Background: an optimization exercise with open tools, aiming at small area. Do not read the settings as production practice.
RTL that was checked went through simulation tests only; none was proved equivalent to the original.
Power and IR drop assume default switching activity.

==> build 7 <==
## dma_rx_path
module dma_rx_path (
   input  logic                    M_AXIS_ACLK,
   input  logic                    reset_n,
   input  dma_rx_pkg::in_data_t    s_axis_tdata,
   input  dma_rx_pkg::in_strb_t    s_axis_tstrb,
   input  dma_rx_pkg::user_t       s_axis_tuser,
   input  logic                    s_axis_tlast,
   input  logic                    s_axis_tvalid,
   output logic                    s_axis_tready,
   output dma_rx_pkg::out_data_t   m_axis_tdata,
   output dma_rx_pkg::out_strb_t   m_axis_tstrb,
   output dma_rx_pkg::user_t       m_axis_tuser,
   output logic                    m_axis_tlast,
   output logic                    m_axis_tvalid,
   input  logic                    m_axis_tready,
   input  logic                    wb_cyc,
   input  logic                    wb_stb,
   input  logic                    wb_we,
   input  dma_rx_pkg::wb_adr_t     wb_adr,
   input  dma_rx_pkg::wb_dat_t     wb_dat_w,
   output logic                    wb_ack,
   output dma_rx_pkg::wb_dat_t     wb_dat_r
);
==> module traffic_counters, before the edit <==
module traffic_counters (
   input  logic                 M_AXIS_ACLK,
   input  logic                 reset_n,
   input  logic                 clear,
   input  logic [5:0]           load,        
   input  dma_rx_pkg::cnt_t     load_val,
   input  dma_rx_pkg::in_data_t s_axis_tdata,
   input  dma_rx_pkg::in_strb_t s_axis_tstrb,
   input  logic                 s_axis_tlast,
   input  logic                 beat_acc,
   input  logic                 m_axis_tlast,
   input  logic                 m_axis_tvalid,
   input  logic                 m_axis_tready,
   output dma_rx_pkg::cnt_t     pkt_out,
   output dma_rx_pkg::cnt_t     word_out,
   output dma_rx_pkg::cnt_t     pkt_in,
   output dma_rx_pkg::cnt_t     word_in,
   output dma_rx_pkg::cnt_t     err_in,
   output dma_rx_pkg::cnt_t     extra_in
);
   logic [5:0] ev_inc;      
   logic       ev_zero;     
   logic [5:0] inc;
   logic       out_xfer;
   logic [5:0] ld;
   assign out_xfer = m_axis_tvalid && m_axis_tready;
   assign inc[0] = out_xfer && m_axis_tlast;
   assign inc[1] = out_xfer;
   assign inc[2] = beat_acc && s_axis_tlast;
   assign inc[3] = beat_acc && (s_axis_tlast || (&s_axis_tstrb));
   assign inc[4] = beat_acc && (s_axis_tdata == '0);
   assign inc[5] = beat_acc && !s_axis_tlast;
   assign ld = load | {6{!reset_n || clear}};
   always_ff @(posedge M_AXIS_ACLK) begin
      for (int k = 0; k < 6; k++) ev_inc[k] <= inc[k] && !ld[k];
      ev_zero <= inc[2] && !ld[5];
   end
   dma_rx_pkg::cnt_t ld_val;
   assign ld_val = (!reset_n || clear) ? '0 : load_val;
   function automatic dma_rx_pkg::cnt_t incr(input dma_rx_pkg::cnt_t c, input logic e);
      logic carry;
      carry = e;
      for (int i = 0; i < dma_rx_pkg::CNT_W; i++) begin
         incr[i] = c[i] ^ carry;
         carry   = carry & c[i];
      end
   endfunction
   function automatic dma_rx_pkg::cnt_t sel(input logic l, input dma_rx_pkg::cnt_t a,
                                            input logic k, input dma_rx_pkg::cnt_t b);
      logic [dma_rx_pkg::CNT_W-1:0] la, kb;
      la = l ? a : '0;
      kb = k ? b : '0;
      sel = la | kb;
   endfunction
   always_ff @(posedge M_AXIS_ACLK) begin
      pkt_out  <= sel(ld[0], ld_val, !ld[0], incr(pkt_out,  ev_inc[0]));
      word_out <= sel(ld[1], ld_val, !ld[1], incr(word_out, ev_inc[1]));
      pkt_in   <= sel(ld[2], ld_val, !ld[2], incr(pkt_in,   ev_inc[2]));
      word_in  <= sel(ld[3], ld_val, !ld[3], incr(word_in,  ev_inc[3]));
      err_in   <= sel(ld[4], ld_val, !ld[4], incr(err_in,   ev_inc[4]));
      extra_in <= sel(ld[5], ld_val, !ld[5] && !ev_zero, incr(extra_in, ev_inc[5]));
   end
endmodule
==> module wb_stat_regs, before the edit <==
module wb_stat_regs (
   input  logic                      M_AXIS_ACLK,
   input  logic                      reset_n,
   input  logic                      wb_cyc,
   input  logic                      wb_stb,
   input  logic                      wb_we,
   input  dma_rx_pkg::wb_adr_t       wb_adr,
   input  dma_rx_pkg::wb_dat_t       wb_dat_w,
   output logic                      wb_ack,
   output dma_rx_pkg::wb_dat_t       wb_dat_r,
   input  dma_rx_pkg::cnt_t          pkt_out,
   input  dma_rx_pkg::cnt_t          word_out,
   input  dma_rx_pkg::cnt_t          pkt_in,
   input  dma_rx_pkg::cnt_t          word_in,
   input  dma_rx_pkg::cnt_t          err_in,
   input  dma_rx_pkg::cnt_t          extra_in,
   input  logic                      pkt_open,
   output logic                      clear,
   output logic [5:0]                load,
   output dma_rx_pkg::wb_dat_t       load_val
);
   dma_rx_pkg::reg_index_t reg_idx;
   logic [5:0]             sel_q;       
   logic                   open_q;      
   logic                   req;
   assign req     = wb_cyc && wb_stb && !wb_ack;
   assign reg_idx = dma_rx_pkg::reg_index_t'(wb_adr[dma_rx_pkg::WB_ADR_W-1:2]);
   assign clear   = req && wb_we && (reg_idx == dma_rx_pkg::REG_CLEAR);
   always_comb begin
      load = '0;
      if (req && wb_we && (int'(reg_idx) < 6)) load[reg_idx] = 1'b1;
   end
   assign load_val = wb_dat_w;
   always_ff @(posedge M_AXIS_ACLK) begin
      wb_ack <= reset_n && req;
      for (int k = 0; k < 6; k++) sel_q[k] <= (int'(reg_idx) == k);
      open_q <= (reg_idx == dma_rx_pkg::REG_PACKER_STATE) && pkt_open;
   end
   always_comb begin
      wb_dat_r = (pkt_out  & {dma_rx_pkg::WB_DAT_W{sel_q[0]}}) |
                 (word_out & {dma_rx_pkg::WB_DAT_W{sel_q[1]}}) |
                 (pkt_in   & {dma_rx_pkg::WB_DAT_W{sel_q[2]}}) |
                 (word_in  & {dma_rx_pkg::WB_DAT_W{sel_q[3]}}) |
                 (err_in   & {dma_rx_pkg::WB_DAT_W{sel_q[4]}}) |
                 (extra_in & {dma_rx_pkg::WB_DAT_W{sel_q[5]}});
      wb_dat_r[0] = wb_dat_r[0] | open_q;
   end
endmodule
clock: 5.0 ns
lec_check: 0
cap_margin: 20
core_margin: 2
core_utilization: 40
slew_margin: 20
standard.sh (not shown) runs the stock make flow with config.mk's settings and CLKGATE_MAP_FILE= SYNTH_SCRIPT=/design/flow/synth_recipe.tcl, a recipe that flattens the netlist after the stock synthesis.
==> flow/flow/run.sh <==
#!/bin/bash
# Layout flow: the standard ORFS flow, with three area changes.
#  1. After the standard synthesis, the combinational cells are mapped again by ABC with an
#     area-oriented script (remap.ys, remap.abc). Flip-flops keep their instances, names
#     and cell types; only the logic between them is re-mapped.
#  2. Port buffers use the smallest buffer cell.
#  3. The clock tree uses small clock buffers and no dummy balancing loads.
# Each tool's output goes to its own log file in this folder.
set -euo pipefail
R=orfs/results/sky130hd/dma_rx_path/base
LIB=$FLOW_HOME/platforms/sky130hd/lib/sky130_fd_sc_hd__tt_025C_1v80.lib
YOSYS=$(command -v yosys || echo /OpenROAD-flow-scripts/tools/install/yosys/bin/yosys)

export BUFFER_PORTS_ARGS="-buffer_cell sky130_fd_sc_hd__buf_1"
export CTS_ARGS="-sink_clustering_enable -repair_clock_nets -dont_use_dummy_load -buf_list {sky130_fd_sc_hd__clkbuf_4 sky130_fd_sc_hd__clkbuf_8}"

bash standard.sh synth > synth.log 2>&1
cp $R/1_2_yosys.v synth_standard.v

sed -e "s#{LIB}#$LIB#g" -e "s#{IN}#synth_standard.v#" -e "s#{SCRIPT}#$PWD/flow/remap.abc#" \
    -e "s#{OUT}#synth_remapped.v#" flow/remap.ys > remap_run.ys
$YOSYS -s remap_run.ys > remap.log 2>&1

cp synth_remapped.v $R/1_2_yosys.v
rm -f $R/1_synth.odb $R/1_synth.sdc
bash standard.sh > standard.log 2>&1
==> flow/flow/remap.abc <==
&get -n
&st
&dc2
&dch -f
&nf -a -R 1000
&put
==> flow/flow/remap.ys <==
# Re-maps the combinational cells of the standard synthesis netlist for area.
# The flip-flops (and tie cells) are kept as they are: same instances, names and cell types.
read_liberty -ignore_miss_func -ignore_miss_dir {LIB}
read_verilog {IN}
hierarchy -top dma_rx_path
setattr -mod -set blackbox 1 sky130_fd_sc_hd__edfxtp_1 sky130_fd_sc_hd__dfxtp_1
flatten
rename -hide w:_*_.*
opt_clean -purge
abc -script {SCRIPT} -liberty {LIB} -dont_use sky130_fd_sc_hd__probe_p_8 -dont_use sky130_fd_sc_hd__probec_p_8 -dont_use sky130_fd_sc_hd__lpflow_*
read_liberty -lib -ignore_redef {LIB}
splitnets
opt_clean -purge
hilomap -singleton -hicell sky130_fd_sc_hd__conb_1 HI -locell sky130_fd_sc_hd__conb_1 LO
insbuf -buf sky130_fd_sc_hd__buf_4 A X
check -assert
stat -liberty {LIB}
write_verilog -noattr -nohex -nodec {OUT}
==> trial 27 (differences from build 7) <==
--- a/flow/design.v
+++ b/flow/design.v
@@ -144,16 +144,9 @@
    endfunction
-   function automatic dma_rx_pkg::cnt_t sel(input logic l, input dma_rx_pkg::cnt_t a,
-                                            input logic k, input dma_rx_pkg::cnt_t b);
-      logic [dma_rx_pkg::CNT_W-1:0] la, kb;
-      la = l ? a : '0;
-      kb = k ? b : '0;
-      sel = la | kb;
-   endfunction
    always_ff @(posedge M_AXIS_ACLK) begin
-      pkt_out  <= sel(ld[0], ld_val, !ld[0], incr(pkt_out,  ev_inc[0]));
-      word_out <= sel(ld[1], ld_val, !ld[1], incr(word_out, ev_inc[1]));
-      pkt_in   <= sel(ld[2], ld_val, !ld[2], incr(pkt_in,   ev_inc[2]));
-      word_in  <= sel(ld[3], ld_val, !ld[3], incr(word_in,  ev_inc[3]));
-      err_in   <= sel(ld[4], ld_val, !ld[4], incr(err_in,   ev_inc[4]));
-      extra_in <= sel(ld[5], ld_val, !ld[5] && !ev_zero, incr(extra_in, ev_inc[5]));
+      pkt_out  <= ld[0] ? ld_val : incr(pkt_out,  ev_inc[0]);
+      word_out <= ld[1] ? ld_val : incr(word_out, ev_inc[1]);
+      pkt_in   <= ld[2] ? ld_val : incr(pkt_in,   ev_inc[2]);
+      word_in  <= ld[3] ? ld_val : incr(word_in,  ev_inc[3]);
+      err_in   <= ld[4] ? ld_val : incr(err_in,   ev_inc[4]);
+      extra_in <= ld[5] ? ld_val : ev_zero ? '0 : incr(extra_in, ev_inc[5]);
    end
@@ -183,3 +176,3 @@
    dma_rx_pkg::reg_index_t reg_idx;
-   logic [5:0]             sel_q;       
+   dma_rx_pkg::reg_index_t idx_q;       
    logic                   open_q;      
@@ -196,13 +189,16 @@
       wb_ack <= reset_n && req;
-      for (int k = 0; k < 6; k++) sel_q[k] <= (int'(reg_idx) == k);
-      open_q <= (reg_idx == dma_rx_pkg::REG_PACKER_STATE) && pkt_open;
+      idx_q  <= reg_idx;
+      open_q <= pkt_open;
    end
    always_comb begin
-      wb_dat_r = (pkt_out  & {dma_rx_pkg::WB_DAT_W{sel_q[0]}}) |
-                 (word_out & {dma_rx_pkg::WB_DAT_W{sel_q[1]}}) |
-                 (pkt_in   & {dma_rx_pkg::WB_DAT_W{sel_q[2]}}) |
-                 (word_in  & {dma_rx_pkg::WB_DAT_W{sel_q[3]}}) |
-                 (err_in   & {dma_rx_pkg::WB_DAT_W{sel_q[4]}}) |
-                 (extra_in & {dma_rx_pkg::WB_DAT_W{sel_q[5]}});
-      wb_dat_r[0] = wb_dat_r[0] | open_q;
+      case (idx_q)
+         dma_rx_pkg::REG_PKT_OUT:      wb_dat_r = pkt_out;
+         dma_rx_pkg::REG_WORD_OUT:     wb_dat_r = word_out;
+         dma_rx_pkg::REG_PKT_IN:       wb_dat_r = pkt_in;
+         dma_rx_pkg::REG_WORD_IN:      wb_dat_r = word_in;
+         dma_rx_pkg::REG_ERR_IN:       wb_dat_r = err_in;
+         dma_rx_pkg::REG_EXTRA_IN:     wb_dat_r = extra_in;
+         dma_rx_pkg::REG_PACKER_STATE: wb_dat_r = dma_rx_pkg::wb_dat_t'(open_q);
+         default:                      wb_dat_r = '0;
+      endcase
    end
--- a/flow/flow/run.sh
+++ b/flow/flow/run.sh
@@ -6,3 +6,4 @@
 #  2. Port buffers use the smallest buffer cell.
-#  3. The clock tree uses small clock buffers and no dummy balancing loads.
+#  3. The clock tree uses clkbuf_8 buffers in clusters of up to 16 sinks, and no dummy
+#     balancing loads.
 # Each tool's output goes to its own log file in this folder.
@@ -14,3 +15,4 @@
 export BUFFER_PORTS_ARGS="-buffer_cell sky130_fd_sc_hd__buf_1"
-export CTS_ARGS="-sink_clustering_enable -repair_clock_nets -dont_use_dummy_load -buf_list {sky130_fd_sc_hd__clkbuf_4 sky130_fd_sc_hd__clkbuf_8}"
+export RECOVER_POWER=100
+export CTS_ARGS="-sink_clustering_enable -repair_clock_nets -dont_use_dummy_load -buf_list {sky130_fd_sc_hd__clkbuf_8} -sink_clustering_size 16 -sink_clustering_max_diameter 60"
 
==> build 86 (differences from build 7) <==
--- a/flow/design.v
+++ b/flow/design.v
@@ -136,24 +136,9 @@
    assign ld_val = (!reset_n || clear) ? '0 : load_val;
-   function automatic dma_rx_pkg::cnt_t incr(input dma_rx_pkg::cnt_t c, input logic e);
-      logic carry;
-      carry = e;
-      for (int i = 0; i < dma_rx_pkg::CNT_W; i++) begin
-         incr[i] = c[i] ^ carry;
-         carry   = carry & c[i];
-      end
-   endfunction
-   function automatic dma_rx_pkg::cnt_t sel(input logic l, input dma_rx_pkg::cnt_t a,
-                                            input logic k, input dma_rx_pkg::cnt_t b);
-      logic [dma_rx_pkg::CNT_W-1:0] la, kb;
-      la = l ? a : '0;
-      kb = k ? b : '0;
-      sel = la | kb;
-   endfunction
-   always_ff @(posedge M_AXIS_ACLK) begin
-      pkt_out  <= sel(ld[0], ld_val, !ld[0], incr(pkt_out,  ev_inc[0]));
-      word_out <= sel(ld[1], ld_val, !ld[1], incr(word_out, ev_inc[1]));
-      pkt_in   <= sel(ld[2], ld_val, !ld[2], incr(pkt_in,   ev_inc[2]));
-      word_in  <= sel(ld[3], ld_val, !ld[3], incr(word_in,  ev_inc[3]));
-      err_in   <= sel(ld[4], ld_val, !ld[4], incr(err_in,   ev_inc[4]));
-      extra_in <= sel(ld[5], ld_val, !ld[5] && !ev_zero, incr(extra_in, ev_inc[5]));
+   always_ff @(posedge M_AXIS_ACLK) begin
+      pkt_out  <= ld[0] ? ld_val : pkt_out  + ev_inc[0];
+      word_out <= ld[1] ? ld_val : word_out + ev_inc[1];
+      pkt_in   <= ld[2] ? ld_val : pkt_in   + ev_inc[2];
+      word_in  <= ld[3] ? ld_val : word_in  + ev_inc[3];
+      err_in   <= ld[4] ? ld_val : err_in   + ev_inc[4];
+      extra_in <= ld[5] ? ld_val : ev_zero ? '0 : extra_in + ev_inc[5];
    end
@@ -183,3 +168,3 @@
    dma_rx_pkg::reg_index_t reg_idx;
-   logic [5:0]             sel_q;       
+   dma_rx_pkg::reg_index_t idx_q;       
    logic                   open_q;      
@@ -196,13 +181,16 @@
       wb_ack <= reset_n && req;
-      for (int k = 0; k < 6; k++) sel_q[k] <= (int'(reg_idx) == k);
-      open_q <= (reg_idx == dma_rx_pkg::REG_PACKER_STATE) && pkt_open;
+      idx_q  <= reg_idx;
+      open_q <= pkt_open;
    end
    always_comb begin
-      wb_dat_r = (pkt_out  & {dma_rx_pkg::WB_DAT_W{sel_q[0]}}) |
-                 (word_out & {dma_rx_pkg::WB_DAT_W{sel_q[1]}}) |
-                 (pkt_in   & {dma_rx_pkg::WB_DAT_W{sel_q[2]}}) |
-                 (word_in  & {dma_rx_pkg::WB_DAT_W{sel_q[3]}}) |
-                 (err_in   & {dma_rx_pkg::WB_DAT_W{sel_q[4]}}) |
-                 (extra_in & {dma_rx_pkg::WB_DAT_W{sel_q[5]}});
-      wb_dat_r[0] = wb_dat_r[0] | open_q;
+      case (idx_q)
+         dma_rx_pkg::REG_PKT_OUT:      wb_dat_r = pkt_out;
+         dma_rx_pkg::REG_WORD_OUT:     wb_dat_r = word_out;
+         dma_rx_pkg::REG_PKT_IN:       wb_dat_r = pkt_in;
+         dma_rx_pkg::REG_WORD_IN:      wb_dat_r = word_in;
+         dma_rx_pkg::REG_ERR_IN:       wb_dat_r = err_in;
+         dma_rx_pkg::REG_EXTRA_IN:     wb_dat_r = extra_in;
+         dma_rx_pkg::REG_PACKER_STATE: wb_dat_r = dma_rx_pkg::wb_dat_t'(open_q);
+         default:                      wb_dat_r = '0;
+      endcase
    end
==> flow/run.sh (new file) <==
#!/bin/bash
# synth_recipe.tcl (not shown) runs the flow's synth.tcl, then flattens the netlist and writes it again
# the make line also repeats each setting of config.mk as NAME=value (left out here)
make -C /OpenROAD-flow-scripts/flow DESIGN_CONFIG=/design/flow/config.mk WORK_HOME=/design/flow/orfs CLKGATE_MAP_FILE= SYNTH_SCRIPT=/design/flow/synth_recipe.tcl finish
removed: flow/flow/run.sh
removed: flow/flow/remap.abc
removed: flow/flow/remap.ys
removed: flow/standard.sh
==> run summary <==
item                                                                                        trial 27                      build 7                       build 86
Outcome                                                                     finished with violations  no timing/DRC/antenna violations  no timing/DRC/antenna violations
Layout check failures                                max-capacitance violations, max-slew violations                            -                              -
PnR Total Power                                                                              9.03 mW                      10.2 mW                        11.8 mW
Met3 track utilization from global routing                                                     7.96%                        8.74%                          10.0%
Placeable Area                                                                           0.0528 mm^2                  0.0536 mm^2                    0.0601 mm^2
CTS Buf Count                                                                                     48                          101                             69
Reg-to-Reg Start                                                         counters0.ev_inc[3]$_DFF_P_  counters0.ev_inc[5]$_DFF_P_  counters0.extra_in[0]$_DFF_P_
Buffers & Inverters on Critical Path                                                               2                            1                              2
Antenna violations before repair                                                                  24                           20                             14
Critical path startpoint                                                 counters0.ev_inc[3]$_DFF_P_  counters0.ev_inc[5]$_DFF_P_         regs0.idx_q[0]$_DFF_P_
Clock group power                                                                            2.45 mW                      3.59 mW                        5.21 mW
TAP cells                                                                                        688                          696                            782
Final routed wirelength across all metal layers                                             82400 um                     83000 um                       98800 um
MaxCap Viol Count                                                                                  6                            0                              0
Seq/total area                                                                                 55.6%                        53.6%                          42.2%
Setup repair after global routing missed its margin                                               no                            -                             no
Worst clock skew on the final layout                                                       0.0627 ns                    0.0599 ns                      0.0178 ns
Critical path capture point type                                                           flip-flop                    flip-flop                     output pin
The RTL of build 86 was laid out without a check of its function.

==> afterwards: timing with drivers on the ports <==
The results above use ideal ports. As a check the final layouts listed here were re-extracted and re-timed, cells and wires unchanged. Step 1 sets driving cells, clkbuf_16 on the clock port and buf_2 on the other inputs (assumed; they add their load-dependent delay and slew). Step 2 adds t to the input delays and takes it off the output delays; t is the mean of the earliest and latest rising clock arrival at the registers after step 1. Input paths then give back, and output paths get back, about the clock's delay inside the block. Slacks: ideal ports / drivers / drivers and shift; pairs: ideal ports / drivers.
run | t (ns) | setup slack, ns | latest minus earliest clock arrival (ns) | cell pins on the clock port's net
build 7 | 0.714 | 0.311 / 0.311 / 0.311 | 0.062 / 0.062 | 1
trial 27 | 0.693 | 0.248 / 0.248 / -0.117 | 0.063 / 0.063 | 1
build 86 | 0.653 | 0.595 / 0.535 / 1.005 | 0.021 / 0.021 | 1
The setup slack of trial 27, which loses most, moves by 0.000 ns with the drivers and by -0.365 ns with both steps.
